This design comes from an exercise in tuning for small area on the open sky130 flow, not from production work. In this exercise RTL edits were held to simulation tests only and were not proved equivalent to the original. Power figures rest on the tool's default switching activity, not on a simulated workload.

===== design/flow/design.v =====
module gm_curve_mc #(
    parameter int  CH_NUM   = 3,
    parameter int  DATI_SZ  = 10,
    parameter int  DATO_SZ  = 10,
    parameter int  SEG_BITS = 4,
    localparam int CHW      = (CH_NUM > 1) ? $clog2(CH_NUM) : 1
) (
    input  logic                      pclk,
    input  logic                      prst,
    input  logic [CH_NUM*DATI_SZ-1:0] px_i,
    input  logic                      px_vld_i,
    input  logic                      frm_str,
    input  logic                      gm_en,
    input  logic [4:0]                gm_str,
    input  logic                      tbl_we,
    input  logic [CHW-1:0]            tbl_ch,
    input  logic [SEG_BITS:0]         tbl_addr,
    input  logic [DATO_SZ-1:0]        tbl_wdat,
    input  logic                      tbl_upd,
    output logic                      tbl_upd_pend,
    output logic [CH_NUM*DATO_SZ-1:0] px_o,
    output logic                      px_vld_o
);
    localparam int NSEG = 1 << SEG_BITS;
    localparam int NE   = NSEG / 2 + 1;          
    localparam int NO   = NSEG / 2;              
    localparam int DXW  = DATI_SZ - SEG_BITS;    
    localparam logic [SEG_BITS:0] ADDR_MAX = (SEG_BITS+1)'(NSEG);
    localparam logic [CHW:0]      CH_LIM   = (CHW+1)'(CH_NUM);
    function automatic logic [DATO_SZ-1:0] ident_knot(input integer k);
        integer v;
        v = (k << DATO_SZ) >> SEG_BITS;
        if (v > ((1 << DATO_SZ) - 1))
            v = (1 << DATO_SZ) - 1;
        ident_knot = v[DATO_SZ-1:0];
    endfunction
    logic       r_upd_pend;
    logic       r_act_id;       
    logic [3:0] r_sl;           
    logic       r_s16;          
    logic       w_swap;
    logic       w_wr_ok;
    logic [4:0] w_str;
    assign w_swap  = frm_str & (r_upd_pend | tbl_upd);
    assign w_wr_ok = tbl_we && (tbl_addr <= ADDR_MAX) && ({1'b0, tbl_ch} < CH_LIM);
    assign w_str = !gm_en ? 5'd0 : (gm_str > 5'd16) ? 5'd16 : gm_str;
    always_ff @(posedge pclk) begin
        if (prst) begin
            r_upd_pend <= 1'b0;
            r_act_id   <= 1'b1;
            r_sl       <= 4'd0;
            r_s16      <= 1'b0;
        end else begin
            if (w_swap)
                r_upd_pend <= 1'b0;
            else if (tbl_upd)
                r_upd_pend <= 1'b1;
            if (w_swap)
                r_act_id <= 1'b0;
            if (frm_str) begin
                r_sl  <= w_str[4] ? 4'hf : w_str[3:0];
                r_s16 <= w_str[4];
            end
        end
    end
    assign tbl_upd_pend = r_upd_pend;
    logic [3:0] r_s1_sl;        
    logic       r_s1_s16;
    logic       r_s1_vld;
    logic [DATO_SZ-1:0] w_wd0, w_wd1;
    assign w_wd0 = tbl_wdat & {DATO_SZ{~prst}};
    assign w_wd1 = tbl_wdat | {DATO_SZ{prst}};
    logic w_ld_act;
    assign w_ld_act = w_swap & ~prst;
    for (genvar c = 0; c < CH_NUM; c++) begin : g_ch
        logic [NE*DATO_SZ-1:0] r_act_e;
        logic [NO*DATO_SZ-1:0] r_act_o;
        for (genvar k = 0; k <= NSEG; k++) begin : g_tk
            localparam logic [DATO_SZ-1:0] ID = ident_knot(k);
            logic               w_sel;
            logic [DATO_SZ-1:0] w_d;
            logic [DATO_SZ-1:0] r_sh;
            assign w_sel = prst | (w_wr_ok && ({1'b0, tbl_ch} == (CHW+1)'(c))
                                          && (tbl_addr == (SEG_BITS+1)'(k)));
            assign w_d   = (w_wd1 & ID) | (w_wd0 & ~ID);
            always_ff @(posedge pclk) begin
                if (w_sel)
                    r_sh <= w_d;
            end
            if (k % 2 == 0) begin : g_e
                always_ff @(posedge pclk) begin
                    if (w_ld_act)
                        r_act_e[(k/2)*DATO_SZ +: DATO_SZ] <= r_sh;
                end
            end else begin : g_o
                always_ff @(posedge pclk) begin
                    if (w_ld_act)
                        r_act_o[(k/2)*DATO_SZ +: DATO_SZ] <= r_sh;
                end
            end
        end
        logic [DATI_SZ-1:0]    w_x;
        logic [SEG_BITS-1:0]   w_k;
        logic [DXW-1:0]        w_dx;
        logic [SEG_BITS-2:0]   w_jo;      
        logic [SEG_BITS-1:0]   w_je;      
        logic [DATO_SZ-1:0]    w_o, w_e, w_ot, w_et, w_oi, w_ei;
        logic [DATO_SZ-1:0]    w_crv;
        assign w_x  = px_i[c*DATI_SZ +: DATI_SZ];
        assign w_k  = w_x[DATI_SZ-1 -: SEG_BITS];
        assign w_dx = w_x[DXW-1:0];
        assign w_jo = w_k[SEG_BITS-1:1];
        assign w_je = {1'b0, w_jo} + {{(SEG_BITS-1){1'b0}}, w_k[0]};
        always_comb begin
            w_ot = '0;
            for (int i = 0; i < NO; i++)
                w_ot = w_ot | (r_act_o[i*DATO_SZ +: DATO_SZ] & {DATO_SZ{w_jo == (SEG_BITS-1)'(i)}});
            w_et = '0;
            for (int i = 0; i < NE; i++)
                w_et = w_et | (r_act_e[i*DATO_SZ +: DATO_SZ] & {DATO_SZ{w_je == SEG_BITS'(i)}});
        end
        assign w_oi = ident_knot(2 * int'(w_jo) + 1);
        assign w_ei = ident_knot(2 * int'(w_je));
        assign w_o  = r_act_id ? w_oi : w_ot;
        assign w_e  = r_act_id ? w_ei : w_et;
        logic [DXW-1:0]     w_sel;
        logic [DATO_SZ-1:0] w_m0, w_m1, w_m2, w_m3, w_m4, w_m5, w_y0;
        assign w_sel = w_dx ^ {DXW{w_k[0]}};
        assign w_m0  = w_sel[0] ? w_o : w_e;
        assign w_m1  = w_sel[1] ? w_o : w_e;
        assign w_m2  = w_sel[2] ? w_o : w_e;
        assign w_m3  = w_sel[3] ? w_o : w_e;
        assign w_m4  = w_sel[4] ? w_o : w_e;
        assign w_m5  = w_sel[5] ? w_o : w_e;
        assign w_y0  = w_k[0] ? w_o : w_e;
        logic a_s0, a_c1, a_x2, a_s3, a_c4, a_s5, a_c6, a_x7, a_s8, a_c9, a_x10, a_s11, a_c12, a_s13, a_c14, a_x15, a_s16, a_c17, a_x18, a_s19, a_c20, a_x21, a_s22, a_c23, a_s24, a_c25, a_x26, a_s27, a_c28, a_x29, a_s30, a_c31, a_x32, a_s33, a_c34, a_x35, a_s36, a_c37, a_s38, a_c39, a_x40, a_s41, a_c42, a_x43, a_s44, a_c45, a_x46, a_s47, a_c48, a_x49, a_s50, a_c51, a_x52, a_s53, a_c54, a_x55, a_s56, a_c57, a_x58, a_s59, a_c60, a_x61, a_s62, a_c63, a_x64, a_s65, a_c66, a_x67, a_s68, a_c69, a_x70, a_s71, a_c72, a_x73, a_s74, a_c75, a_x76, a_s77, a_c78, a_x79, a_s80, a_c81, a_x82, a_s83, a_c84, a_x85, a_s86, a_c87, a_x88, a_s89, a_c90, a_x91, a_s92, a_c93, a_x94, a_s95, a_c96, a_x97, a_s98, a_c99, a_x100, a_s101, a_c102, a_x103, a_s104, a_c105, a_x106, a_s107, a_c108, a_x109, a_s110, a_c111, a_x112, a_s113, a_c114, a_x115, a_s116, a_c117, a_x118, a_s119, a_c120, a_x121, a_s122, a_c123, a_x124, a_s125, a_c126, a_x127, a_s128, a_c129, a_x130, a_s131, a_c132, a_x133, a_s134, a_c135, a_x136, a_s137, a_c138, a_x139, a_s140, a_c141, a_x142, a_s143, a_c144, a_x145, a_s146, a_c147, a_x148, a_s149, a_c150, a_x151, a_s152, a_c153, a_x154, a_s155, a_c156, a_x157, a_s158, a_c159, a_x160, a_s161, a_c162, a_x163, a_s164, a_c165, a_x166, a_s167, a_c168, a_x169, a_s170, a_c171, a_x172, a_s173, a_c174;
        assign a_s0 = w_m0[0] ^ w_y0[0];
        assign a_c1 = w_m0[0] & w_y0[0];
        assign a_x2 = w_m0[1] ^ w_m1[0];
        assign a_s3 = a_x2 ^ w_y0[1];
        assign a_c4 = (w_m0[1] & w_m1[0]) | (a_x2 & w_y0[1]);
        assign a_s5 = a_c1 ^ a_s3;
        assign a_c6 = a_c1 & a_s3;
        assign a_x7 = w_m0[2] ^ w_m1[1];
        assign a_s8 = a_x7 ^ w_m2[0];
        assign a_c9 = (w_m0[2] & w_m1[1]) | (a_x7 & w_m2[0]);
        assign a_x10 = w_y0[2] ^ a_c4;
        assign a_s11 = a_x10 ^ a_s8;
        assign a_c12 = (w_y0[2] & a_c4) | (a_x10 & a_s8);
        assign a_s13 = a_c6 ^ a_s11;
        assign a_c14 = a_c6 & a_s11;
        assign a_x15 = w_m0[3] ^ w_m1[2];
        assign a_s16 = a_x15 ^ w_m2[1];
        assign a_c17 = (w_m0[3] & w_m1[2]) | (a_x15 & w_m2[1]);
        assign a_x18 = w_m3[0] ^ w_y0[3];
        assign a_s19 = a_x18 ^ a_c9;
        assign a_c20 = (w_m3[0] & w_y0[3]) | (a_x18 & a_c9);
        assign a_x21 = a_s16 ^ a_c12;
        assign a_s22 = a_x21 ^ a_s19;
        assign a_c23 = (a_s16 & a_c12) | (a_x21 & a_s19);
        assign a_s24 = a_c14 ^ a_s22;
        assign a_c25 = a_c14 & a_s22;
        assign a_x26 = w_m0[4] ^ w_m1[3];
        assign a_s27 = a_x26 ^ w_m2[2];
        assign a_c28 = (w_m0[4] & w_m1[3]) | (a_x26 & w_m2[2]);
        assign a_x29 = w_m3[1] ^ w_m4[0];
        assign a_s30 = a_x29 ^ w_y0[4];
        assign a_c31 = (w_m3[1] & w_m4[0]) | (a_x29 & w_y0[4]);
        assign a_x32 = a_c17 ^ a_s27;
        assign a_s33 = a_x32 ^ a_s30;
        assign a_c34 = (a_c17 & a_s27) | (a_x32 & a_s30);
        assign a_x35 = a_c20 ^ a_s33;
        assign a_s36 = a_x35 ^ a_c23;
        assign a_c37 = (a_c20 & a_s33) | (a_x35 & a_c23);
        assign a_s38 = a_c25 ^ a_s36;
        assign a_c39 = a_c25 & a_s36;
        assign a_x40 = 1'b1 ^ w_m0[5];
        assign a_s41 = a_x40 ^ w_m1[4];
        assign a_c42 = (1'b1 & w_m0[5]) | (a_x40 & w_m1[4]);
        assign a_x43 = w_m2[3] ^ w_m3[2];
        assign a_s44 = a_x43 ^ w_m4[1];
        assign a_c45 = (w_m2[3] & w_m3[2]) | (a_x43 & w_m4[1]);
        assign a_x46 = w_m5[0] ^ w_y0[5];
        assign a_s47 = a_x46 ^ a_c28;
        assign a_c48 = (w_m5[0] & w_y0[5]) | (a_x46 & a_c28);
        assign a_x49 = a_c31 ^ a_s41;
        assign a_s50 = a_x49 ^ a_s44;
        assign a_c51 = (a_c31 & a_s41) | (a_x49 & a_s44);
        assign a_x52 = a_c34 ^ a_s47;
        assign a_s53 = a_x52 ^ a_s50;
        assign a_c54 = (a_c34 & a_s47) | (a_x52 & a_s50);
        assign a_x55 = a_s53 ^ a_c37;
        assign a_s56 = a_x55 ^ a_c39;
        assign a_c57 = (a_s53 & a_c37) | (a_x55 & a_c39);
        assign a_x58 = w_m0[6] ^ w_m1[5];
        assign a_s59 = a_x58 ^ w_m2[4];
        assign a_c60 = (w_m0[6] & w_m1[5]) | (a_x58 & w_m2[4]);
        assign a_x61 = w_m3[3] ^ w_m4[2];
        assign a_s62 = a_x61 ^ w_m5[1];
        assign a_c63 = (w_m3[3] & w_m4[2]) | (a_x61 & w_m5[1]);
        assign a_x64 = w_y0[6] ^ a_c42;
        assign a_s65 = a_x64 ^ a_c45;
        assign a_c66 = (w_y0[6] & a_c42) | (a_x64 & a_c45);
        assign a_x67 = a_s59 ^ a_s62;
        assign a_s68 = a_x67 ^ a_c48;
        assign a_c69 = (a_s59 & a_s62) | (a_x67 & a_c48);
        assign a_x70 = a_c51 ^ a_s65;
        assign a_s71 = a_x70 ^ a_s68;
        assign a_c72 = (a_c51 & a_s65) | (a_x70 & a_s68);
        assign a_x73 = a_c54 ^ a_s71;
        assign a_s74 = a_x73 ^ a_c57;
        assign a_c75 = (a_c54 & a_s71) | (a_x73 & a_c57);
        assign a_x76 = w_m0[7] ^ w_m1[6];
        assign a_s77 = a_x76 ^ w_m2[5];
        assign a_c78 = (w_m0[7] & w_m1[6]) | (a_x76 & w_m2[5]);
        assign a_x79 = w_m3[4] ^ w_m4[3];
        assign a_s80 = a_x79 ^ w_m5[2];
        assign a_c81 = (w_m3[4] & w_m4[3]) | (a_x79 & w_m5[2]);
        assign a_x82 = w_y0[7] ^ a_c60;
        assign a_s83 = a_x82 ^ a_c63;
        assign a_c84 = (w_y0[7] & a_c60) | (a_x82 & a_c63);
        assign a_x85 = a_s77 ^ a_s80;
        assign a_s86 = a_x85 ^ a_c66;
        assign a_c87 = (a_s77 & a_s80) | (a_x85 & a_c66);
        assign a_x88 = a_s83 ^ a_c69;
        assign a_s89 = a_x88 ^ a_s86;
        assign a_c90 = (a_s83 & a_c69) | (a_x88 & a_s86);
        assign a_x91 = a_c72 ^ a_s89;
        assign a_s92 = a_x91 ^ a_c75;
        assign a_c93 = (a_c72 & a_s89) | (a_x91 & a_c75);
        assign a_x94 = w_m0[8] ^ w_m1[7];
        assign a_s95 = a_x94 ^ w_m2[6];
        assign a_c96 = (w_m0[8] & w_m1[7]) | (a_x94 & w_m2[6]);
        assign a_x97 = w_m3[5] ^ w_m4[4];
        assign a_s98 = a_x97 ^ w_m5[3];
        assign a_c99 = (w_m3[5] & w_m4[4]) | (a_x97 & w_m5[3]);
        assign a_x100 = w_y0[8] ^ a_c78;
        assign a_s101 = a_x100 ^ a_c81;
        assign a_c102 = (w_y0[8] & a_c78) | (a_x100 & a_c81);
        assign a_x103 = a_s95 ^ a_s98;
        assign a_s104 = a_x103 ^ a_c84;
        assign a_c105 = (a_s95 & a_s98) | (a_x103 & a_c84);
        assign a_x106 = a_s101 ^ a_c87;
        assign a_s107 = a_x106 ^ a_s104;
        assign a_c108 = (a_s101 & a_c87) | (a_x106 & a_s104);
        assign a_x109 = a_c90 ^ a_s107;
        assign a_s110 = a_x109 ^ a_c93;
        assign a_c111 = (a_c90 & a_s107) | (a_x109 & a_c93);
        assign a_x112 = w_m0[9] ^ w_m1[8];
        assign a_s113 = a_x112 ^ w_m2[7];
        assign a_c114 = (w_m0[9] & w_m1[8]) | (a_x112 & w_m2[7]);
        assign a_x115 = w_m3[6] ^ w_m4[5];
        assign a_s116 = a_x115 ^ w_m5[4];
        assign a_c117 = (w_m3[6] & w_m4[5]) | (a_x115 & w_m5[4]);
        assign a_x118 = w_y0[9] ^ a_c96;
        assign a_s119 = a_x118 ^ a_c99;
        assign a_c120 = (w_y0[9] & a_c96) | (a_x118 & a_c99);
        assign a_x121 = a_s113 ^ a_s116;
        assign a_s122 = a_x121 ^ a_c102;
        assign a_c123 = (a_s113 & a_s116) | (a_x121 & a_c102);
        assign a_x124 = a_s119 ^ a_c105;
        assign a_s125 = a_x124 ^ a_s122;
        assign a_c126 = (a_s119 & a_c105) | (a_x124 & a_s122);
        assign a_x127 = a_c108 ^ a_s125;
        assign a_s128 = a_x127 ^ a_c111;
        assign a_c129 = (a_c108 & a_s125) | (a_x127 & a_c111);
        assign a_x130 = w_m1[9] ^ w_m2[8];
        assign a_s131 = a_x130 ^ w_m3[7];
        assign a_c132 = (w_m1[9] & w_m2[8]) | (a_x130 & w_m3[7]);
        assign a_x133 = w_m4[6] ^ w_m5[5];
        assign a_s134 = a_x133 ^ a_c114;
        assign a_c135 = (w_m4[6] & w_m5[5]) | (a_x133 & a_c114);
        assign a_x136 = a_c117 ^ a_s131;
        assign a_s137 = a_x136 ^ a_c120;
        assign a_c138 = (a_c117 & a_s131) | (a_x136 & a_c120);
        assign a_x139 = a_s134 ^ a_c123;
        assign a_s140 = a_x139 ^ a_s137;
        assign a_c141 = (a_s134 & a_c123) | (a_x139 & a_s137);
        assign a_x142 = a_c126 ^ a_s140;
        assign a_s143 = a_x142 ^ a_c129;
        assign a_c144 = (a_c126 & a_s140) | (a_x142 & a_c129);
        assign a_x145 = w_m2[9] ^ w_m3[8];
        assign a_s146 = a_x145 ^ w_m4[7];
        assign a_c147 = (w_m2[9] & w_m3[8]) | (a_x145 & w_m4[7]);
        assign a_x148 = w_m5[6] ^ a_c132;
        assign a_s149 = a_x148 ^ a_s146;
        assign a_c150 = (w_m5[6] & a_c132) | (a_x148 & a_s146);
        assign a_x151 = a_c135 ^ a_s149;
        assign a_s152 = a_x151 ^ a_c138;
        assign a_c153 = (a_c135 & a_s149) | (a_x151 & a_c138);
        assign a_x154 = a_c141 ^ a_s152;
        assign a_s155 = a_x154 ^ a_c144;
        assign a_c156 = (a_c141 & a_s152) | (a_x154 & a_c144);
        assign a_x157 = w_m3[9] ^ w_m4[8];
        assign a_s158 = a_x157 ^ w_m5[7];
        assign a_c159 = (w_m3[9] & w_m4[8]) | (a_x157 & w_m5[7]);
        assign a_x160 = a_c147 ^ a_s158;
        assign a_s161 = a_x160 ^ a_c150;
        assign a_c162 = (a_c147 & a_s158) | (a_x160 & a_c150);
        assign a_x163 = a_s161 ^ a_c153;
        assign a_s164 = a_x163 ^ a_c156;
        assign a_c165 = (a_s161 & a_c153) | (a_x163 & a_c156);
        assign a_x166 = w_m4[9] ^ w_m5[8];
        assign a_s167 = a_x166 ^ a_c159;
        assign a_c168 = (w_m4[9] & w_m5[8]) | (a_x166 & a_c159);
        assign a_x169 = a_s167 ^ a_c162;
        assign a_s170 = a_x169 ^ a_c165;
        assign a_c171 = (a_s167 & a_c162) | (a_x169 & a_c165);
        assign a_x172 = w_m5[9] ^ a_c168;
        assign a_s173 = a_x172 ^ a_c171;
        assign a_c174 = (w_m5[9] & a_c168) | (a_x172 & a_c171);
        assign w_crv = {a_c174, a_s173, a_s170, a_s164, a_s155, a_s143, a_s128, a_s110, a_s92, a_s74};
        logic [DATO_SZ-1:0]    r_crv;
        logic [DATI_SZ-1:0]    r_x;
        always_ff @(posedge pclk) begin
            r_crv <= w_crv;
            r_x   <= w_x;
        end
        logic [DATO_SZ-1:0] w_r0, w_r1, w_r2, w_r3, w_r4, w_out;
        assign w_r0 = r_s1_sl[0] ? r_crv : r_x;
        assign w_r1 = r_s1_sl[1] ? r_crv : r_x;
        assign w_r2 = r_s1_sl[2] ? r_crv : r_x;
        assign w_r3 = r_s1_sl[3] ? r_crv : r_x;
        assign w_r4 = r_s1_s16   ? r_crv : r_x;
        logic b_s0, b_c1, b_x2, b_s3, b_c4, b_s5, b_c6, b_x7, b_s8, b_c9, b_x10, b_s11, b_c12, b_s13, b_c14, b_x15, b_s16, b_c17, b_x18, b_s19, b_c20, b_x21, b_s22, b_c23, b_x24, b_s25, b_c26, b_x27, b_s28, b_c29, b_x30, b_s31, b_c32, b_x33, b_s34, b_c35, b_x36, b_s37, b_c38, b_x39, b_s40, b_c41, b_x42, b_s43, b_c44, b_x45, b_s46, b_c47, b_x48, b_s49, b_c50, b_x51, b_s52, b_c53, b_x54, b_s55, b_c56, b_x57, b_s58, b_c59, b_x60, b_s61, b_c62, b_x63, b_s64, b_c65, b_x66, b_s67, b_c68, b_x69, b_s70, b_c71, b_x72, b_s73, b_c74, b_x75, b_s76, b_c77, b_x78, b_s79, b_c80, b_x81, b_s82, b_c83, b_x84, b_s85, b_c86, b_x87, b_s88, b_c89, b_x90, b_s91, b_c92, b_x93, b_s94, b_c95, b_x96, b_s97, b_c98, b_x99, b_s100, b_c101, b_x102, b_s103, b_c104, b_x105, b_s106, b_c107, b_x108, b_s109, b_c110, b_x111, b_s112, b_c113, b_x114, b_s115, b_c116;
        assign b_s0 = w_r0[0] ^ w_r4[0];
        assign b_c1 = w_r0[0] & w_r4[0];
        assign b_x2 = w_r0[1] ^ w_r1[0];
        assign b_s3 = b_x2 ^ w_r4[1];
        assign b_c4 = (w_r0[1] & w_r1[0]) | (b_x2 & w_r4[1]);
        assign b_s5 = b_c1 ^ b_s3;
        assign b_c6 = b_c1 & b_s3;
        assign b_x7 = w_r0[2] ^ w_r1[1];
        assign b_s8 = b_x7 ^ w_r2[0];
        assign b_c9 = (w_r0[2] & w_r1[1]) | (b_x7 & w_r2[0]);
        assign b_x10 = w_r4[2] ^ b_c4;
        assign b_s11 = b_x10 ^ b_s8;
        assign b_c12 = (w_r4[2] & b_c4) | (b_x10 & b_s8);
        assign b_s13 = b_c6 ^ b_s11;
        assign b_c14 = b_c6 & b_s11;
        assign b_x15 = 1'b1 ^ w_r0[3];
        assign b_s16 = b_x15 ^ w_r1[2];
        assign b_c17 = (1'b1 & w_r0[3]) | (b_x15 & w_r1[2]);
        assign b_x18 = w_r2[1] ^ w_r3[0];
        assign b_s19 = b_x18 ^ w_r4[3];
        assign b_c20 = (w_r2[1] & w_r3[0]) | (b_x18 & w_r4[3]);
        assign b_x21 = b_c9 ^ b_s16;
        assign b_s22 = b_x21 ^ b_s19;
        assign b_c23 = (b_c9 & b_s16) | (b_x21 & b_s19);
        assign b_x24 = b_c12 ^ b_s22;
        assign b_s25 = b_x24 ^ b_c14;
        assign b_c26 = (b_c12 & b_s22) | (b_x24 & b_c14);
        assign b_x27 = w_r0[4] ^ w_r1[3];
        assign b_s28 = b_x27 ^ w_r2[2];
        assign b_c29 = (w_r0[4] & w_r1[3]) | (b_x27 & w_r2[2]);
        assign b_x30 = w_r3[1] ^ w_r4[4];
        assign b_s31 = b_x30 ^ b_c17;
        assign b_c32 = (w_r3[1] & w_r4[4]) | (b_x30 & b_c17);
        assign b_x33 = b_c20 ^ b_s28;
        assign b_s34 = b_x33 ^ b_c23;
        assign b_c35 = (b_c20 & b_s28) | (b_x33 & b_c23);
        assign b_x36 = b_s31 ^ b_s34;
        assign b_s37 = b_x36 ^ b_c26;
        assign b_c38 = (b_s31 & b_s34) | (b_x36 & b_c26);
        assign b_x39 = w_r0[5] ^ w_r1[4];
        assign b_s40 = b_x39 ^ w_r2[3];
        assign b_c41 = (w_r0[5] & w_r1[4]) | (b_x39 & w_r2[3]);
        assign b_x42 = w_r3[2] ^ w_r4[5];
        assign b_s43 = b_x42 ^ b_c29;
        assign b_c44 = (w_r3[2] & w_r4[5]) | (b_x42 & b_c29);
        assign b_x45 = b_s40 ^ b_c32;
        assign b_s46 = b_x45 ^ b_s43;
        assign b_c47 = (b_s40 & b_c32) | (b_x45 & b_s43);
        assign b_x48 = b_c35 ^ b_s46;
        assign b_s49 = b_x48 ^ b_c38;
        assign b_c50 = (b_c35 & b_s46) | (b_x48 & b_c38);
        assign b_x51 = w_r0[6] ^ w_r1[5];
        assign b_s52 = b_x51 ^ w_r2[4];
        assign b_c53 = (w_r0[6] & w_r1[5]) | (b_x51 & w_r2[4]);
        assign b_x54 = w_r3[3] ^ w_r4[6];
        assign b_s55 = b_x54 ^ b_c41;
        assign b_c56 = (w_r3[3] & w_r4[6]) | (b_x54 & b_c41);
        assign b_x57 = b_s52 ^ b_c44;
        assign b_s58 = b_x57 ^ b_s55;
        assign b_c59 = (b_s52 & b_c44) | (b_x57 & b_s55);
        assign b_x60 = b_c47 ^ b_s58;
        assign b_s61 = b_x60 ^ b_c50;
        assign b_c62 = (b_c47 & b_s58) | (b_x60 & b_c50);
        assign b_x63 = w_r0[7] ^ w_r1[6];
        assign b_s64 = b_x63 ^ w_r2[5];
        assign b_c65 = (w_r0[7] & w_r1[6]) | (b_x63 & w_r2[5]);
        assign b_x66 = w_r3[4] ^ w_r4[7];
        assign b_s67 = b_x66 ^ b_c53;
        assign b_c68 = (w_r3[4] & w_r4[7]) | (b_x66 & b_c53);
        assign b_x69 = b_s64 ^ b_c56;
        assign b_s70 = b_x69 ^ b_s67;
        assign b_c71 = (b_s64 & b_c56) | (b_x69 & b_s67);
        assign b_x72 = b_c59 ^ b_s70;
        assign b_s73 = b_x72 ^ b_c62;
        assign b_c74 = (b_c59 & b_s70) | (b_x72 & b_c62);
        assign b_x75 = w_r0[8] ^ w_r1[7];
        assign b_s76 = b_x75 ^ w_r2[6];
        assign b_c77 = (w_r0[8] & w_r1[7]) | (b_x75 & w_r2[6]);
        assign b_x78 = w_r3[5] ^ w_r4[8];
        assign b_s79 = b_x78 ^ b_c65;
        assign b_c80 = (w_r3[5] & w_r4[8]) | (b_x78 & b_c65);
        assign b_x81 = b_s76 ^ b_c68;
        assign b_s82 = b_x81 ^ b_s79;
        assign b_c83 = (b_s76 & b_c68) | (b_x81 & b_s79);
        assign b_x84 = b_c71 ^ b_s82;
        assign b_s85 = b_x84 ^ b_c74;
        assign b_c86 = (b_c71 & b_s82) | (b_x84 & b_c74);
        assign b_x87 = w_r0[9] ^ w_r1[8];
        assign b_s88 = b_x87 ^ w_r2[7];
        assign b_c89 = (w_r0[9] & w_r1[8]) | (b_x87 & w_r2[7]);
        assign b_x90 = w_r3[6] ^ w_r4[9];
        assign b_s91 = b_x90 ^ b_c77;
        assign b_c92 = (w_r3[6] & w_r4[9]) | (b_x90 & b_c77);
        assign b_x93 = b_s88 ^ b_c80;
        assign b_s94 = b_x93 ^ b_s91;
        assign b_c95 = (b_s88 & b_c80) | (b_x93 & b_s91);
        assign b_x96 = b_c83 ^ b_s94;
        assign b_s97 = b_x96 ^ b_c86;
        assign b_c98 = (b_c83 & b_s94) | (b_x96 & b_c86);
        assign b_x99 = w_r1[9] ^ w_r2[8];
        assign b_s100 = b_x99 ^ w_r3[7];
        assign b_c101 = (w_r1[9] & w_r2[8]) | (b_x99 & w_r3[7]);
        assign b_x102 = b_c89 ^ b_s100;
        assign b_s103 = b_x102 ^ b_c92;
        assign b_c104 = (b_c89 & b_s100) | (b_x102 & b_c92);
        assign b_x105 = b_c95 ^ b_s103;
        assign b_s106 = b_x105 ^ b_c98;
        assign b_c107 = (b_c95 & b_s103) | (b_x105 & b_c98);
        assign b_x108 = w_r2[9] ^ w_r3[8];
        assign b_s109 = b_x108 ^ b_c101;
        assign b_c110 = (w_r2[9] & w_r3[8]) | (b_x108 & b_c101);
        assign b_x111 = b_s109 ^ b_c104;
        assign b_s112 = b_x111 ^ b_c107;
        assign b_c113 = (b_s109 & b_c104) | (b_x111 & b_c107);
        assign b_x114 = w_r3[9] ^ b_c110;
        assign b_s115 = b_x114 ^ b_c113;
        assign b_c116 = (w_r3[9] & b_c110) | (b_x114 & b_c113);
        assign w_out = {b_c116, b_s115, b_s112, b_s106, b_s97, b_s85, b_s73, b_s61, b_s49, b_s37};
        assign px_o[c*DATO_SZ +: DATO_SZ] = w_out;
    end
    always_ff @(posedge pclk) begin
        r_s1_sl  <= r_sl;
        r_s1_s16 <= r_s16;
        if (prst)
            r_s1_vld <= 1'b0;
        else
            r_s1_vld <= px_vld_i;
    end
    assign px_vld_o = r_s1_vld;
endmodule

===== design/flow/run.sh =====
#!/bin/bash
# synth_recipe.tcl (not shown) runs the flow's synth.tcl, then flattens the netlist and writes it again
# the make line also repeats each setting of config.mk as NAME=value (left out here)
make -C /OpenROAD-flow-scripts/flow DESIGN_CONFIG=/design/flow/config.mk WORK_HOME=/design/flow/orfs CLKGATE_MAP_FILE= SYNTH_SCRIPT=/design/flow/synth_recipe.tcl finish

===== design/flow/config.mk =====
export PLATFORM = sky130hd
export DESIGN_NAME = gm_curve_mc
export DESIGN_NICKNAME = gm_curve_mc
export VERILOG_FILES = /design/flow/design.v
export SDC_FILE = /design/flow/constraint.sdc
export NUM_CORES = 4
export LEC_CHECK = 0
export CAP_MARGIN = 20
export CORE_MARGIN = 2
export CORE_UTILIZATION = 40
export CTS_CLUSTER_DIAMETER = 100
export CTS_CLUSTER_SIZE = 30
export GPL_TIMING_DRIVEN = 0
export SLEW_MARGIN = 20

===== design/flow/constraint.sdc =====
create_clock -name core_clock -period 10.0 [get_ports {pclk}]
set_input_delay 2.0000 -clock core_clock [delete_from_list [all_inputs] [get_ports {pclk}]]
set_output_delay 2.0000 -clock core_clock [all_outputs]
set_load 0.01 [all_outputs]

==> run summary, run 1 <==
PwrDens between 200 and 250 mW/mm2; Top Layer Used met5; Post-Synth Simple-Gate Area 0.0287; clk root buf clkbuf_16; WP buf/inv 5; Fmax 0.103 GHz; Synthesis Warnings 1; Crit. End Element primary output; first-pass GRT wire length about 170 mm; multiplexer share of the synthesized area 0.0970; wl on met1 46.7 mm; Post-DP HPWL about 81 mm; H-tree levels 2; Worst path depth 19; Post-Synth Adder-Cell Area 0.116; RSZ-0062 raised after global routing no; layout cells sized above 1 0.186; Yosys reg bits roughly 1100; TritonCTS Buffers 44; DRT antenna net count 0; Cells after Synth about 2700; Seq/Total Area, Yosys 0.674; Syn Nets slightly above 3000; fin util 0.459; Synth Area in XOR/XNOR 0.00331; TritonCTS clock tree built; DR DRC count 0; crit-path max cell delay 0.55 ns; clk buf depth 3; Max transition margin 0.183; Setup-failing EPs final 0; Die X roughly 350 um; max cap viols 0; die height roughly 350 um; CP max stage cell fa_1; Distinct cells, synth 73; I/O Buffers 90; largest family of logic cells by synthesized area adder cells; GP Congestion around 0.86; Post-Place Cells 4400; critical path class reg -> out; Clk Latency, worst-skew pair between 0.6 and 0.7 ns; Post-synth EDFFs around 1000; non-filler cells, final 4496; Crit Path Max Fanout 10; vias in the first global route approximately 26000; crit-path leading delay family adder cells; final period utilization 0.975; clock-pin slew on the worst setup and hold paths about 0.11 ns; final WL between 100 and 150 mm; die area 0.122 mm2; via count between 20000 and 25000; hold path depth 0; Ports between 90 and 100; final net count 3273; routed wl met2 about 56 mm; critical path cell sequence buf_12 -> buf_12 -> mux2i_4 -> fa_1 -> fa_1 -> inv_1 -> ha_1 -> a31o_2 -> fa_1 -> fa_2 -> fa_2 -> fa_1 -> fa_2 -> fa_2 -> fa_1 -> fa_1 -> fa_1 -> buf_4 -> clkdlybuf4s50_1; Initial DRT Pass Iterations 5; Least-Margin Pin Slew ~1.2 ns; initial antenna violation count 13; DRT iter0 DRCs ~2500; VDD IR max between 300 and 400 uV; ys flop type edfxtp_1; Hold Crit Class reg -> reg; R2R depth 24; # clock sinks 1093; async set-or-reset flop fraction in the synthesized netlist 0; gr ovfl total 0; Overall Global Routing Usage 0.186; row count between 100 and 150; Worst Skew 0.0380 ns; Tot Pwr ~12 mW; Core Box Area between 0.1 and 0.15 mm2; WL met3 approximately 7.2 mm; vias per cell 5.43; TNS Setup 0 ns; reg2reg start r_act_id; CP startpoint kind flop; drt wl/cell between 20 and 30 um; Req. time, crit path around 8.0 ns; crit path DAT about 7.8 ns; max-slew violation count 0; Syn Area/Cell 17.5 um2; count of final hold-check violations 0; CP Capture Point px_o[18]; Initial Utilization 0.403; Crit Reg-Reg Endpoint g_ch[2].r_crv[8]; cell repeated most along the worst path fa_1; Synth Area in Compound Gates 0.0553; Mapped Area about 0.048 mm2; worst setup path start r_s1_s16; Layout area overhead 13.7%; reg2reg setup slack about 0.46 ns; minimum clock period ~9.8 ns; Leak around 18 nW; largest net degree at the start of global routing 32; status finished clean
-- layer usage --
metal / global-route usage / up-vias
li1: - / 10600
met1: 0.249 / 12800
met2: 0.312 / 797
met3: 0.0275 / 158
met4: 0.0602 / 8
met5: 0 / -
-- registers in the layout (all words and copies together), names as in the netlist, 4 cells and up --
name            flops
g_ch.g_tk.r_sh    510
g_ch.r_act_e      270
g_ch.r_act_o      240
g_ch.r_crv         30
g_ch.r_x           30
r_s1_sl             4
r_sl                4
-- worst reg2reg max path: cells and delay by family, from the launching register on --
family	cells	cell delay (ns)
adders and majority gates	14	5.74
buffers and inverters	6	2.56
AOI/OAI and AO/OA	3	0.71
DFF	1	0.33
muxes	1	0.13
-- Yosys cell counts (39+ instances only) --
library cell     n  area, um2
nor2_1          69        259
o21bai_1        53        398
clkbuf_1        60        225
inv_1          134        503
fa_1           264       5290
a22oi_1         67        503
dfxtp_1         73       1460
mux2i_1        306       3060
o21ai_0         39        195
a21oi_1         88        440
edfxtp_1      1020      30600
mux4_2          50       1130
nand2_1         76        285
-- kinds of logic after synthesis --
family                   count (synthesis)
AND/OR/NAND/NOR                        279
adder cells (fa/ha/maj)                282
AO/OA/AOI/OAI                          373
buffers and inverters                  280
multiplexers                           394
XOR/XNOR                                18
flip-flops                            1093
-- final cells by class --
class,instances,area (um2)
fill,10100,63900
sequential,1093,32100
multi-input combinational,1346,15200
timing repair buffer,170,2070
tap,1536,1920
clock buffer,56,1190
buffer,141,1050
inverter,136,515
clock inverter,8,106
antenna,10,25.0
-- cell usage in the layout, fill, tap and decap left out, drive strengths merged, types with 7 or more instances in the layout --
cell type      instances
mux2                  38
clkbuf               115
inv                  139
or2                   11
mux4                  50
nor2                  70
o21ai                 44
dfxtp                 73
nand3                 29
nand2                 76
mux2i                306
nor3                  27
nor2b                 29
a221oi                34
o21bai                53
buf                  168
a21oi                 89
a31oi                 10
o22ai                  7
diode                 10
a22oi                 67
edfxtp              1020
a22o                   9
xor2                  12
fa                   264
a221o                  8
o211ai                10
clkdlybuf4s50         76
ha                    18
-- per-stage QoR --
| step | instance area (um2) | worst slack, ns | hold WS [ns] |
|---|---|---|---|
| after floorplan | 47700 | -0.134 | 0.331 |
| after detailed placement | 51900 | -1.92 | 0.338 |
| after CTS | 53800 | 0.000858 | 0.353 |
| after global routing | 54100 | 0.00804 | 0.364 |
| after global placement | 50600 | -3.61 | 0.339 |
| final | 54100 | 0.249 | 0.346 |
-- report_power, final --
part	internal [mW]	total (mW)	leakage [nW]	switching, mW
sequential	5.42	5.58	10.3	0.167
combinational	2.19	4.34	7.42	2.15
clock	0.868	2.21	0.629	1.34
total	8.47	12.1	18.3	3.66
-- how the worst min path moves through the flow --
stage            start         end  slack, ns
3_5_place_dp   r_sl[0]  r_s1_sl[0]       0.34
6_report       r_sl[0]  r_s1_sl[0]       0.35
2_1_floorplan  r_sl[3]  r_s1_sl[3]       0.33
4_1_cts        r_sl[0]  r_s1_sl[0]       0.35
5_1_grt        r_sl[0]  r_s1_sl[0]       0.36
3_3_place_gp   r_sl[1]  r_s1_sl[1]       0.34
-- timing repair --
action	CTS	global route
pin swaps	17	15
hold buffers	0	0
setup endpoints to repair	20	12
setup buffers	18	7
gates resized for setup	217	69
==> run 2, diff against run 1 <==
--- a/design/flow/config.mk
+++ b/design/flow/config.mk
@@ -7,7 +7,7 @@
 export LEC_CHECK = 0
 export CAP_MARGIN = 20
 export CORE_MARGIN = 2
-export CORE_UTILIZATION = 40
+export CORE_UTILIZATION = 60
 export CTS_CLUSTER_DIAMETER = 100
 export CTS_CLUSTER_SIZE = 30
 export GPL_TIMING_DRIVEN = 0
==> run 2 against run 1 <==
First-iteration DRC count up 3.5%. Sequential cell count stayed put. Critical endpoint is now g_ch[2].r_crv[8]. Synthesized cell count stayed put. Non-clock buffer count increased by 4. Clock power is 2% higher. Critical path type is now in -> reg. Still clean.
==> run summary, run 2 <==
status finished clean; Req. time, crit path 10.58 ns; Setup-failing EPs final 0; Mapped Area approximately 0.048 mm2; final period utilization 0.975; vias per cell 6.18; most common cell in the netlist edfxtp_1; largest net degree at the start of global routing 32; TritonCTS Buffers between 40 and 50; Clk Latency, worst-skew pair 0.67 ns; largest family of logic cells by synthesized area adder cells; Post-Synth Adder-Cell Area 0.116; critical path class in -> reg; PwrDens between 200 and 250 mW/mm2; async set-or-reset flop fraction in the synthesized netlist 0; worst setup path start px_i[29]; Multi-input gate area 0.0152 mm2; Top Layer Used met4; Post-Synth Simple-Gate Area 0.0287; Seq/Total Area, Yosys 0.674; Core Box Area 0.0787 mm2; minimum clock period around 10 ns; crit-path leading delay family adder cells; final net count about 3300; routed wl met2 roughly 53 mm; CP Capture Point g_ch[2].r_crv[8]; TNS Setup 0 ns; # clock sinks 1093; WP buf/inv 7; synth top area cells edfxtp_1 (64%), fa_1 (11%), mux2i_1 (6.4%); Die X 286 um; area share of the largest cell type after synthesis 0.643; hold_ws about 0.36 ns; initial antenna violation count 6; Initial Utilization 0.605; Synthesis Warnings 1; crit path DAT 10.33 ns; most common cell after layout, fill and taps aside edfxtp_1; ys flop type edfxtp_1; Overall Global Routing Usage 0.275; die area between 0.08 and 0.09 mm2; clk buf depth 3; CP startpoint kind input port; Crit. End Element flop; Hold Crit Class reg -> reg; Fmax 0.103 GHz; Hold Path Origin r_s16; vias in the first global route between 20000 and 30000; Worst Skew between 0.05 and 0.06 ns; Synth Area in Compound Gates 0.0553; pre-CTS setup slack -2.14 ns; Biggest register g_ch.g_tk.r_sh; Cells after Synth 2719; DRT antenna net count 0; first-pass GRT wire length between 150 and 200 mm; TritonCTS clock tree built; max reg flops 510; Synth Area in XOR/XNOR 0.00331; Post-synth EDFFs ~1000; reg2reg start r_act_id; row count a little over 100; Distinct cells, synth 73; Leak 18.3 nW; crit-path max cell delay 0.58 ns; reg2reg setup slack approximately 0.6 ns; Initial DRT Pass Iterations 5; CP max stage cell clkdlybuf4s50_1; DR DRC count 0; WL met3 between 7 and 8 mm; H-tree levels 2; clock-pin slew on the worst setup and hold paths about 0.10 ns; Crit Path Max Fanout 10; VDD IR max roughly 220 uV; Ports slightly above 90; cell repeated most along the worst path fa_1; count of final hold-check violations 0; cell taking the most area after synthesis edfxtp_1; multiplexer share of the synthesized area 0.0970; CTS Hold Buffers Added 0; Layout area overhead 12.7%; I/O Buffers 90; die height 286 um; layout cells sized above 1 0.185; Regs by FF count g_ch.g_tk.r_sh: 510 flops, g_ch.r_act_e: 270 flops, g_ch.r_act_o: 240 flops; Yosys reg bits about 1100; clk root buf clkbuf_16; commonest cells after routing, fill and taps aside edfxtp_1 (1020), mux2i_1 (291), fa_1 (234), inv_1 (134), clkdlybuf4s50_1 (78); drt wl/cell around 27 um; final WL about 110 mm; Post-DP HPWL approximately 77 mm; max-slew violation count 0; Syn Nets around 3100; Worst path depth 26; Crit Reg-Reg Endpoint g_ch[1].r_crv[8]; R2R depth 24; FILL cells ~5200; DRT iter0 DRCs 2537; most frequent cells after synthesis edfxtp_1 (1020), mux2i_1 (306), fa_1 (264), inv_1 (134), a21oi_1 (88); GP Congestion about 0.88; wl on met1 about 46 mm; worst setup margin ~0.25 ns; Least-Margin Pin Slew around 1.1 ns; Max transition margin 0.241; FF+latch area 0.0321 mm2; max cap viols 0; Syn Area/Cell roughly 18 um2; gr ovfl total 0; via count between 20000 and 25000
## run 2: repair_timing
action / CTS / global route
setup endpoints to repair: 24 / 12
pin swaps: 19 / 19
buffers inserted: 22 / 8
cloned: 0 / 0
gates resized for setup: 218 / 84
## run 2: worst min-delay path by stage
stage / to / slack [ns] / cells past startpoint
2_1_floorplan: r_s1_sl[3] / 0.33 / 0
3_3_place_gp: r_s1_sl[3] / 0.34 / 0
3_5_place_dp: r_s1_sl[3] / 0.34 / 0
4_1_cts: r_s1_s16 / 0.36 / 0
5_1_grt: r_s1_sl[2] / 0.37 / 0
6_report: r_s1_s16 / 0.36 / 0
## run 2: kinds of logic (layout without fill, tap and decap cells)
family	Yosys count	after routing
compound gates	373	373
xor+xnor	18	18
fa+ha+maj	282	282
buf+inv	280	523
flops	1093	1093
mux	394	394
other cells	0	3
simple gates	279	279
## run 2: cell type report
class,instances,share of cell area
flip-flops and latches,1093,0.598
multi-input cells,1346,0.283
repair buffers,174,0.0388
well taps,1050,0.0245
clock buffers,61,0.0221
plain buffers,141,0.0196
inverters,136,0.00954
clock inverters,11,0.00366
diodes,3,0.000140
## run 2: through the flow
step,power [mW],util,cells,cell area (um2)
2_1_floorplan,8.43,-,2719,47700
3_3_place_gp,9.79,0.634,3859,50000
3_5_place_dp,9.92,0.650,3909,51200
4_1_cts,12.2,0.677,4002,53300
5_1_grt,12.9,0.681,4015,53700
6_report,12.1,0.681,4015,53700
## run 2: routing by layer
layer | GRT usage | up-vias
li1 | - | 10700
met1 | 0.411 | 13000
met2 | 0.442 | 1002
met3 | 0.0270 | 160
met4 | 0.0764 | 0
met5 | 0 | -
## run 2: power by group
part	leakage, nW	internal [mW]	switching [mW]	total, mW
registers	10.3	5.42	0.163	5.58
logic	7.42	2.15	2.12	4.28
clock network	0.658	0.879	1.37	2.25
total	18.3	8.45	3.65	12.1
==> run 3, diff against run 2 <==
==> design/flow/flow/run.sh (new file) <==
#!/bin/bash
# Layout flow: the standard layout (standard.sh), with the standard
# synthesis unchanged. Two settings differ after synthesis:
#   * the port buffers are sky130_fd_sc_hd__buf_2 cells (every input and
#     output still gets its own buffer, as in the standard flow);
#   * power recovery after global routing sizes down cells on paths with
#     positive slack.
# Each step's full output goes to a log file in this folder; ORFS's own
# per-step logs stay under orfs/logs/.
set -euo pipefail
cd "$(dirname "$0")/.."
bash standard.sh synth > synth.log 2>&1
bash standard.sh "BUFFER_PORTS_ARGS=-buffer_cell sky130_fd_sc_hd__buf_2" \
    RECOVER_POWER=100 finish > layout.log 2>&1
==> design/flow/standard.sh (new file) <==
#!/bin/bash
# synth_recipe.tcl (not shown) runs the flow's synth.tcl, then flattens the netlist and writes it again
# the make line also repeats each setting of config.mk as NAME=value (left out here)
make -C /OpenROAD-flow-scripts/flow DESIGN_CONFIG=/design/flow/config.mk WORK_HOME=/design/flow/orfs CLKGATE_MAP_FILE= SYNTH_SCRIPT=/design/flow/synth_recipe.tcl "${@:-finish}"
--- a/design/flow/config.mk
+++ b/design/flow/config.mk
@@ -7,7 +7,7 @@
 export LEC_CHECK = 0
 export CAP_MARGIN = 20
 export CORE_MARGIN = 2
-export CORE_UTILIZATION = 60
+export CORE_UTILIZATION = 40
 export CTS_CLUSTER_DIAMETER = 100
 export CTS_CLUSTER_SIZE = 30
 export GPL_TIMING_DRIVEN = 0
removed: design/flow/run.sh
==> run 3 against run 2 <==
Now fails the layout checks on capacitance limit, slew limit. Combinational power down 8.2%. Non-clock buffer count up 2. Sequential share of layout area up 1.3 points. Sequential power about the same. Clock skew down 0.025 ns. Synthesized cell count unchanged. Hold slack better by 0.0013 ns. Fmax about the same. Largest cell class unchanged. Highest routed layer is now met5.
==> run summary, run 3 <==
Initial Utilization 0.403; Setup-failing EPs final 0; PwrDens 224 mW/mm2; Core Box Area around 0.12 mm2; Distinct cells, synth 73; final period utilization 0.974; H-tree levels 2; clk buf depth 3; gr ovfl total 0; largest net degree at the start of global routing 32; Leak roughly 18 nW; commonest cells after routing, fill and taps aside edfxtp_1 (1020), mux2i_1 (294), fa_1 (244), inv_1 (134), clkbuf_1 (130); row count 126; drt wl/cell 25.0 um; CTS Hold Buffers Added 0; clk root buf clkbuf_16; Mapped Area 0.0476 mm2; # clock sinks 1093; count of final hold-check violations 0; Synthesis Warnings 1; crit path DAT 10.33 ns; GP Congestion roughly 0.9; first-pass GRT wire length about 170 mm; TritonCTS Buffers 45; DR DRC count 0; minimum clock period 9.74 ns; Ports 91; final WL 112 mm; final net count around 3300; Cells after Synth 2719; Yosys reg bits about 1100; VDD IR max between 200 and 300 uV; die area about 0.12 mm2; most common cell after layout, fill and taps aside edfxtp_1; Post-synth EDFFs 1020; Design Area, Final 0.0525 mm2; max reg flops between 500 and 600; ys flop type edfxtp_1; Fail Reasons capacitance limit, slew limit; DRT iter0 DRCs roughly 2700; I/O Buffers 90; cell taking the most area after synthesis edfxtp_1; via count 24600; Regs by FF count g_ch.g_tk.r_sh: 510 flops, g_ch.r_act_e: 270 flops, g_ch.r_act_o: 240 flops; Post-DP HPWL around 80 mm; TritonCTS clock tree built; CP startpoint kind input port; Least-Margin Pin Slew between 2 and 3 ns; Fmax roughly 0.10 GHz; Initial DRT Pass Iterations 6; vias in the first global route about 26000; Die X between 300 and 400 um; FILL cells between 10000 and 15000; status complete, but fails checks; Crit. End Element flop; reg2reg start r_act_id; Biggest register g_ch.g_tk.r_sh; most common cell in the netlist edfxtp_1; Max transition margin -0.734; layout cells sized above 1 0.156; Overall Global Routing Usage 0.184; synth top area cells edfxtp_1 (64%), fa_1 (11%), mux2i_1 (6.4%); die height ~350 um; Clk Latency, worst-skew pair ~0.64 ns; most frequent cells after synthesis edfxtp_1 (1020), mux2i_1 (306), fa_1 (264), inv_1 (134), a21oi_1 (88); Syn Nets between 3000 and 4000; max cap viols 22; Req. time, crit path around 11 ns; async set-or-reset flop fraction in the synthesized netlist 0; initial antenna violation count 18; area share of the largest cell type after synthesis 0.643; DRT antenna net count 0; Hold Crit Class reg -> reg; DP Area 0.0515 mm2; hold_ws 0.358 ns; Syn Area/Cell about 18 um2; Seq/Total Area, Yosys 0.674; Layout area overhead 10.3%; vias per cell approximately 5.5; critical path class in -> reg; Hold Path Origin r_sl[0]; Crit Path Max Fanout 10; worst setup path start px_i[16]; Worst Skew ~0.030 ns; max-slew violation count 514; clock-pin slew on the worst setup and hold paths 0.10 ns
[run 3: what timing repair did]
action,CTS,global route
setup endpoints to repair,16,10
endpoints found under the hold margin,0,0
pin swaps,10,16
gates resized for setup,130,65
setup buffers,11,14
[run 3: through the flow]
stage | util | setup TNS, ns | setup slack (ns) | total power [mW] | std cells
global route | 0.445 | -0.0186 | -0.0109 | 12.6 | 4497
global placement | 0.424 | -1559.15 | -3.09 | 9.58 | 4345
detailed placement | 0.436 | -13.33 | -1.42 | 9.69 | 4404
finish | 0.445 | 0 | 0.260 | 11.7 | 4502
CTS | 0.451 | 0 | 0.000592 | 11.9 | 4479
floorplan | - | -68.36 | -0.134 | 8.43 | 2719
[run 3: logic make-up (layout without fill, tap and decap cells)]
logic type               count (synthesis)  count (layout)  share of synthesized area
AO/OA/AOI/OAI                          373             373                     0.0553
XOR/XNOR                                18              18                    0.00331
adder cells (fa/ha/maj)                282             282                      0.116
buffers and inverters                  280             518                     0.0261
flip-flops                            1093            1093                      0.674
multiplexers                           394             394                     0.0970
other                                    0               9                          0
AND/OR/NAND/NOR                        279             279                     0.0287
[run 3: worst paths after layout]
kind	endpoint	slack (ns)	cells after the start
max reg2reg	g_ch[0].r_crv[8]	0.54	27
min	r_s1_sl[0]	0.36	0
max	g_ch[1].r_crv[8]	0.26	28
min reg2reg	r_s1_sl[0]	0.36	0
[run 3: power breakdown]
part	switching (mW)	internal, mW
Sequential	0.160	5.42
Clock	1.34	0.886
Combinational	2.11	1.82
Total	3.61	8.13
[run 3: metal layers]
metal / up-vias / routed length [um] / GRT usage / part of all wire
met4: 8 / 3460 / 0.0519 / 0.031
met2: 907 / 55200 / 0.314 / 0.49
met3: 184 / 7580 / 0.0222 / 0.067
met5: - / 46 / 0 / 0.00041
li1: 10600 / - / - / -
met1: 12900 / 46200 / 0.250 / 0.41
[run 3: area by class of cell]
class,instances,area [um2],share of cell area
multi-input cells,1346,14800,0.282
diodes,9,22.5,0.000429
clock inverters,11,171,0.00326
clock buffers,54,1160,0.0221
inverters,136,512,0.00974
flip-flops and latches,1093,32100,0.611
repair buffers,175,863,0.0164
plain buffers,142,962,0.0183
well taps,1536,1920,0.0366
[run 3: critical path: stages]
cell      delay [ns]
buf_4           0.17
ha_4            0.19
ha_4            0.31
nor2_2          0.05
and4_4          0.18
buf_6           0.15
a221oi_2        0.37
o221ai_1        0.23
a221o_1         0.36
a22oi_1         0.29
fa_1            0.49
fa_1            0.52
fa_1            0.55
inv_1           0.05
ha_1            0.26
o211ai_1        0.08
o21bai_1        0.13
fa_2            0.41
fa_1            0.46
fa_1            0.46
fa_1            0.47
fa_2            0.41
fa_2            0.40
fa_2            0.40
fa_1            0.42
inv_1           0.08
fa_1            0.38
inv_1           0.05

[what the ideal ports hide]
Ports are ideal in the flow. The routed layouts listed here were re-timed in OpenROAD. Step 1 (the two cells are an assumption about what drives the block):
set clk [get_ports {pclk}]
set_driving_cell -lib_cell sky130_fd_sc_hd__clkbuf_16 $clk
set_driving_cell -lib_cell sky130_fd_sc_hd__buf_2 [delete_from_list [all_inputs] $clk]
Step 2, shift: input delay + t, output delay - t, t = (earliest + latest rising clock arrival at the registers) / 2. This alone moves slack from input paths to output paths. Three values: ideal, step 1, step 2; two values: the first two.
run	t, ns	slack for setup (ns)	clock arrival spread, ns	worst register clock-pin slew, ns	worst data-port slew with drivers (ns)
run 1	0.708	0.249 / 0.183 / -0.460	0.039 / 0.038	0.12 / 0.12	0.16
run 2	0.707	0.252 / 0.200 / -0.445	0.061 / 0.061	0.12 / 0.12	0.12
run 3	0.699	0.260 / 0.240 / -0.417	0.039 / 0.039	0.12 / 0.12	0.14
For run 1, which loses most, drivers alone change the setup slack by -0.066 ns; drivers and shift together by -0.709 ns.
